From an optimization exercise on the open Yosys and OpenROAD flow, aimed at small area, a short achievable clock period and few clock cycles per item; shortcuts taken in it are not production practice.
Function was checked by simulation only, so behaviour that the tests miss may differ from the original.
Power figures rest on the tool's default switching activity, not on a simulated workload.

==> wip/raven: inputs <==
==> flow/design.v <==
module mcu_exec_core #(
  parameter int OP_SZ  = 32,
  parameter int MEM_SZ = 4
) (
  input  logic              clk,
  input  logic              reset,
  input  logic              in_valid,
  output logic              in_ready,
  input  logic [3:0]        op_code,
  input  logic [MEM_SZ-1:0] op0,
  input  logic [MEM_SZ-1:0] op1,
  input  logic [MEM_SZ-1:0] op2,
  input  logic [OP_SZ-1:0]  wdata,
  output logic [OP_SZ-1:0]  out,
  output logic              done,
  output logic              carry,
  output logic              zero,
  output logic              err
);
  localparam int DEPTH = 2 ** MEM_SZ;
  localparam int SHW   = $clog2(OP_SZ);
  logic [OP_SZ-1:0]  mem_q [DEPTH];
  logic              v_q;
  logic [3:0]        opc_q;
  logic [MEM_SZ-1:0] dst_q;
  logic [OP_SZ-1:0]  a_q, b_q;
  logic              done_q, carry_q, err_q;
  logic [OP_SZ-1:0]  out_q;
  logic [OP_SZ:0]    sum, diff;
  logic [OP_SZ-1:0]  res;
  logic              res_c, res_err, res_wr, wr;
  logic              acc;
  logic [OP_SZ-1:0]  rd_a, rd_b, wd;
  assign in_ready = 1'b1;
  assign acc      = in_valid & reset;
  always_comb begin
    sum     = {1'b0, a_q} + {1'b0, b_q};
    diff    = {1'b0, a_q} - {1'b0, b_q};
    res     = '0;
    res_c   = 1'b0;
    res_err = 1'b0;
    res_wr  = 1'b1;
    case (opc_q)
      4'd0: begin res = sum[OP_SZ-1:0];  res_c = sum[OP_SZ];  end
      4'd1: begin res = diff[OP_SZ-1:0]; res_c = diff[OP_SZ]; end
      4'd2: res = a_q << b_q[SHW-1:0];
      4'd3: res = a_q >> b_q[SHW-1:0];
      4'd4: res = a_q & b_q;
      4'd5: res = a_q | b_q;
      4'd6: res = a_q ^ b_q;
      4'd7: res = ~a_q;
      4'd8: res = b_q;               
      4'd9: begin res = a_q; res_wr = 1'b0; end
      default: begin res_err = 1'b1; res_wr = 1'b0; end
    endcase
  end
  assign wr = v_q & res_wr;
  always_comb begin
    rd_a = mem_q[op0];
    rd_b = mem_q[op2];
    if (wr && dst_q == op0) rd_a = res;
    if (wr && dst_q == op2) rd_b = res;
    if (op_code == 4'd8)    rd_b = wdata;
  end
  always_ff @(posedge clk) begin
    if (!reset) begin
      v_q    <= 1'b0;
      done_q <= 1'b0;
    end else begin
      v_q    <= acc;
      done_q <= v_q;
    end
  end
  always_ff @(posedge clk) begin
    opc_q   <= op_code;
    dst_q   <= op1;
    a_q     <= rd_a;
    b_q     <= rd_b;
    out_q   <= res;
    carry_q <= res_c;
    err_q   <= res_err;
  end
  assign wd = res & {OP_SZ{reset}};
  always_ff @(posedge clk) begin
    for (int i = 0; i < DEPTH; i++) begin
      if (!reset || (wr && dst_q == MEM_SZ'(i)))
        mem_q[i] <= wd;
    end
  end
  assign out   = out_q;
  assign done  = done_q;
  assign carry = carry_q;
  assign err   = err_q;
  assign zero  = (out_q == '0);
endmodule
==> flow/run.sh <==
#!/bin/bash
# synth_recipe.tcl (not shown) runs the flow's synth.tcl, then flattens the netlist and writes it again
# the make line also repeats each setting of config.mk as NAME=value (left out here)
make -C /OpenROAD-flow-scripts/flow DESIGN_CONFIG=/design/flow/config.mk WORK_HOME=/design/flow/orfs CLKGATE_MAP_FILE= SYNTH_SCRIPT=/design/flow/synth_recipe.tcl finish
==> flow/config.mk <==
export PLATFORM = sky130hd
export DESIGN_NAME = mcu_exec_core
export DESIGN_NICKNAME = mcu_exec_core
export VERILOG_FILES = /design/flow/design.v
export SDC_FILE = /design/flow/constraint.sdc
export NUM_CORES = 4
export LEC_CHECK = 0
export CAP_MARGIN = 20
export CORE_MARGIN = 2
export CORE_UTILIZATION = 40
export SLEW_MARGIN = 20
==> flow/constraint.sdc <==
create_clock -name core_clock -period 5.0 [get_ports {clk}]
set_input_delay 1.0000 -clock core_clock [delete_from_list [all_inputs] [get_ports {clk}]]
set_output_delay 1.0000 -clock core_clock [all_outputs]
set_load 0.01 [all_outputs]
==> wip/fjord: changes against wip/raven <==
==> flow/design.v (replaced) <==
module mcu_exec_core #(
  parameter int OP_SZ  = 32,
  parameter int MEM_SZ = 4
) (
  input  logic              clk,
  input  logic              reset,
  input  logic              in_valid,
  output logic              in_ready,
  input  logic [3:0]        op_code,
  input  logic [MEM_SZ-1:0] op0,
  input  logic [MEM_SZ-1:0] op1,
  input  logic [MEM_SZ-1:0] op2,
  input  logic [OP_SZ-1:0]  wdata,
  output logic [OP_SZ-1:0]  out,
  output logic              done,
  output logic              carry,
  output logic              zero,
  output logic              err
);
  localparam int DEPTH = 2 ** MEM_SZ;
  localparam int SHW   = $clog2(OP_SZ);
  localparam int LVL   = $clog2(OP_SZ);
  logic [OP_SZ-1:0]  mem_q [DEPTH];
  logic              v_q, wr_q;
  logic [MEM_SZ-1:0] dst_q;
  logic [OP_SZ-1:0]  a_q, b_q;
  logic              add_q, sub_q, shl_q, shr_q, err_d_q;
  logic [3:0]        lut_q;       
  logic              done_q, carry_q, err_q, wb_we_q;
  logic [MEM_SZ-1:0] wb_dst_q;
  logic [OP_SZ-1:0]  out_q;
  logic [OP_SZ-1:0]  res, sum, lres;
  logic              res_c, wr;
  logic [OP_SZ-1:0]  rd_a, rd_b, wd;
  assign in_ready = 1'b1;
  logic       add_d, sub_d, shl_d, shr_d, err_dd, wr_d;
  logic [3:0] lut_d;
  always_comb begin
    add_d  = 1'b0; sub_d = 1'b0; shl_d = 1'b0; shr_d = 1'b0;
    err_dd = 1'b0; wr_d  = 1'b1;
    lut_d  = 4'b0000;
    case (op_code)
      4'd0: add_d = 1'b1;
      4'd1: begin add_d = 1'b1; sub_d = 1'b1; end
      4'd2: shl_d = 1'b1;
      4'd3: shr_d = 1'b1;
      4'd4: lut_d = 4'b1000;        
      4'd5: lut_d = 4'b1110;        
      4'd6: lut_d = 4'b0110;        
      4'd7: lut_d = 4'b0011;        
      4'd8: lut_d = 4'b1010;        
      4'd9: begin lut_d = 4'b1100; wr_d = 1'b0; end    
      default: begin err_dd = 1'b1; wr_d = 1'b0; end
    endcase
  end
  logic [OP_SZ-1:0] bx, g0, p0;
  logic [OP_SZ-1:0] gl [LVL+1];
  logic [OP_SZ-1:0] pl [LVL+1];
  logic [OP_SZ:0]   c;
  always_comb begin
    bx = b_q ^ {OP_SZ{sub_q}};
    p0 = a_q ^ bx;
    g0 = a_q & bx;
    gl[0] = g0;
    gl[0][0] = g0[0] | (p0[0] & sub_q);
    pl[0] = p0;
    for (int l = 0; l < LVL; l++) begin
      for (int i = 0; i < OP_SZ; i++) begin
        if (i >= (1 << l)) begin
          gl[l+1][i] = gl[l][i] | (pl[l][i] & gl[l][i - (1 << l)]);
          pl[l+1][i] = pl[l][i] & pl[l][i - (1 << l)];
        end else begin
          gl[l+1][i] = gl[l][i];
          pl[l+1][i] = pl[l][i];
        end
      end
    end
    c[0] = sub_q;
    for (int i = 0; i < OP_SZ; i++) c[i+1] = gl[LVL][i];
    sum = p0 ^ c[OP_SZ-1:0];
  end
  logic [OP_SZ-1:0] shl_r, shr_r;
  assign shl_r = a_q << b_q[SHW-1:0];
  assign shr_r = a_q >> b_q[SHW-1:0];
  always_comb begin
    for (int i = 0; i < OP_SZ; i++)
      lres[i] = lut_q[{a_q[i], b_q[i]}];
  end
  assign res   = ({OP_SZ{add_q}} & sum) | ({OP_SZ{shl_q}} & shl_r) |
                 ({OP_SZ{shr_q}} & shr_r) | lres;
  assign res_c = add_q & (c[OP_SZ] ^ sub_q);
  assign wr    = wr_q;
  always_comb begin
    rd_a = '0;
    rd_b = '0;
    for (int i = 0; i < DEPTH; i++) begin
      rd_a = rd_a | (mem_q[i] & {OP_SZ{op0 == MEM_SZ'(i)}});
      rd_b = rd_b | (mem_q[i] & {OP_SZ{op2 == MEM_SZ'(i)}});
    end
    if (wb_we_q && wb_dst_q == op0) rd_a = out_q;
    if (wb_we_q && wb_dst_q == op2) rd_b = out_q;
    if (wr && dst_q == op0)         rd_a = res;
    if (wr && dst_q == op2)         rd_b = res;
    if (op_code == 4'd8)            rd_b = wdata;
  end
  always_ff @(posedge clk) begin
    if (!reset) begin
      v_q     <= 1'b0;
      wr_q    <= 1'b0;
      done_q  <= 1'b0;
      wb_we_q <= 1'b0;
    end else begin
      v_q     <= in_valid;
      wr_q    <= in_valid & wr_d;
      done_q  <= v_q;
      wb_we_q <= wr_q;
    end
  end
  always_ff @(posedge clk) begin
    add_q    <= add_d;
    sub_q    <= sub_d;
    shl_q    <= shl_d;
    shr_q    <= shr_d;
    err_d_q  <= err_dd;
    lut_q    <= lut_d;
    dst_q    <= op1;
    a_q      <= rd_a;
    b_q      <= rd_b;
    wb_dst_q <= dst_q;
    out_q    <= res;
    carry_q  <= res_c;
    err_q    <= err_d_q;
  end
  assign wd = out_q & {OP_SZ{reset}};
  always_ff @(posedge clk) begin
    for (int i = 0; i < DEPTH; i++) begin
      if (!reset || (wb_we_q && wb_dst_q == MEM_SZ'(i)))
        mem_q[i] <= wd;
    end
  end
  assign out   = out_q;
  assign done  = done_q;
  assign carry = carry_q;
  assign err   = err_q;
  assign zero  = (out_q == '0);
endmodule
--- a/flow/config.mk
+++ b/flow/config.mk
@@ -8,4 +8,5 @@
 export CAP_MARGIN = 20
 export CORE_MARGIN = 2
-export CORE_UTILIZATION = 40
+export CORE_UTILIZATION = 60
+export SETUP_SLACK_MARGIN = 3
 export SLEW_MARGIN = 20
==> results list <==
* Cell area after placement: 38000 um^2
- Cell area after layout: 40300 um^2
* Final core utilization: 47.2%
- Comb pwr share: 34.9%
- The flow ran to the end and the layout has no timing, DRC or antenna violations.
* Via count of the routed design: 31318
- Summing the areas of all fa, ha and maj instances in the mapped netlist gives 3.96% of the synthesized area.
- OpenSTA, run right after detailed placement, puts the worst setup slack at 452 ps.
- The layout has 7852 filler cells.
- The die covers 88500 um^2.
- Synthesized net count: 3366
* Vias in the first global route: 30043
- After Yosys synthesis, and, or, nand and nor cells account for 10.8% of the synthesized area.
* Met3 usage in global routing: 7.93%
- In the final layout, multi-input gates take up 39.5% of the cell area.
That was wip/raven.
==> results list <==
- Synth Area in Simple Gates: 9.05%
- Layout filler cell count: 3213
- Die outline area: 55900 um^2
* Final core utilization: 77.4%
- Of the total standard cell area in the layout, the multi-input combinational portion is 38.9%.
* Layer with the highest usage: met2
- Synthesized-area fraction occupied by adder cells: 1.37%
- Run status: no timing/DRC/antenna violations
- Via count of the routed design: 30227
- Vias in the first global route: 29021
That was wip/fjord.
Testbench counts of wip/raven, summed over its fixed seeds: cycles 12,016, items 12,000.
Testbench counts of wip/fjord, summed over its fixed seeds: cycles 12,016, items 12,000.

==> afterwards: timing with drivers on the ports <==
How much do the figures lean on ideal ports? The routed layouts below were timed once more, with nothing changed but the port constraints. Step 1 (the two cells are an assumption about what drives the block):
set clk [get_ports {clk}]
set_driving_cell -lib_cell sky130_fd_sc_hd__clkbuf_16 $clk
set_driving_cell -lib_cell sky130_fd_sc_hd__buf_2 [delete_from_list [all_inputs] $clk]
Step 2 also shifts input and output timing later by t, the mid clock arrival at the registers, as if the neighbouring blocks saw the same clock. Three values: ideal, step 1, step 2; two values: the first two.
| run | t, ns | slack for setup (ns) | pins driven straight from the clock port |
|---|---|---|---|
| wip/raven | 0.677 | 0.255 / 0.255 / 0.255 | 1 |
| wip/fjord | 0.719 | 1.442 / 1.442 / 1.442 | 1 |
After both steps every run listed still meets setup and hold.
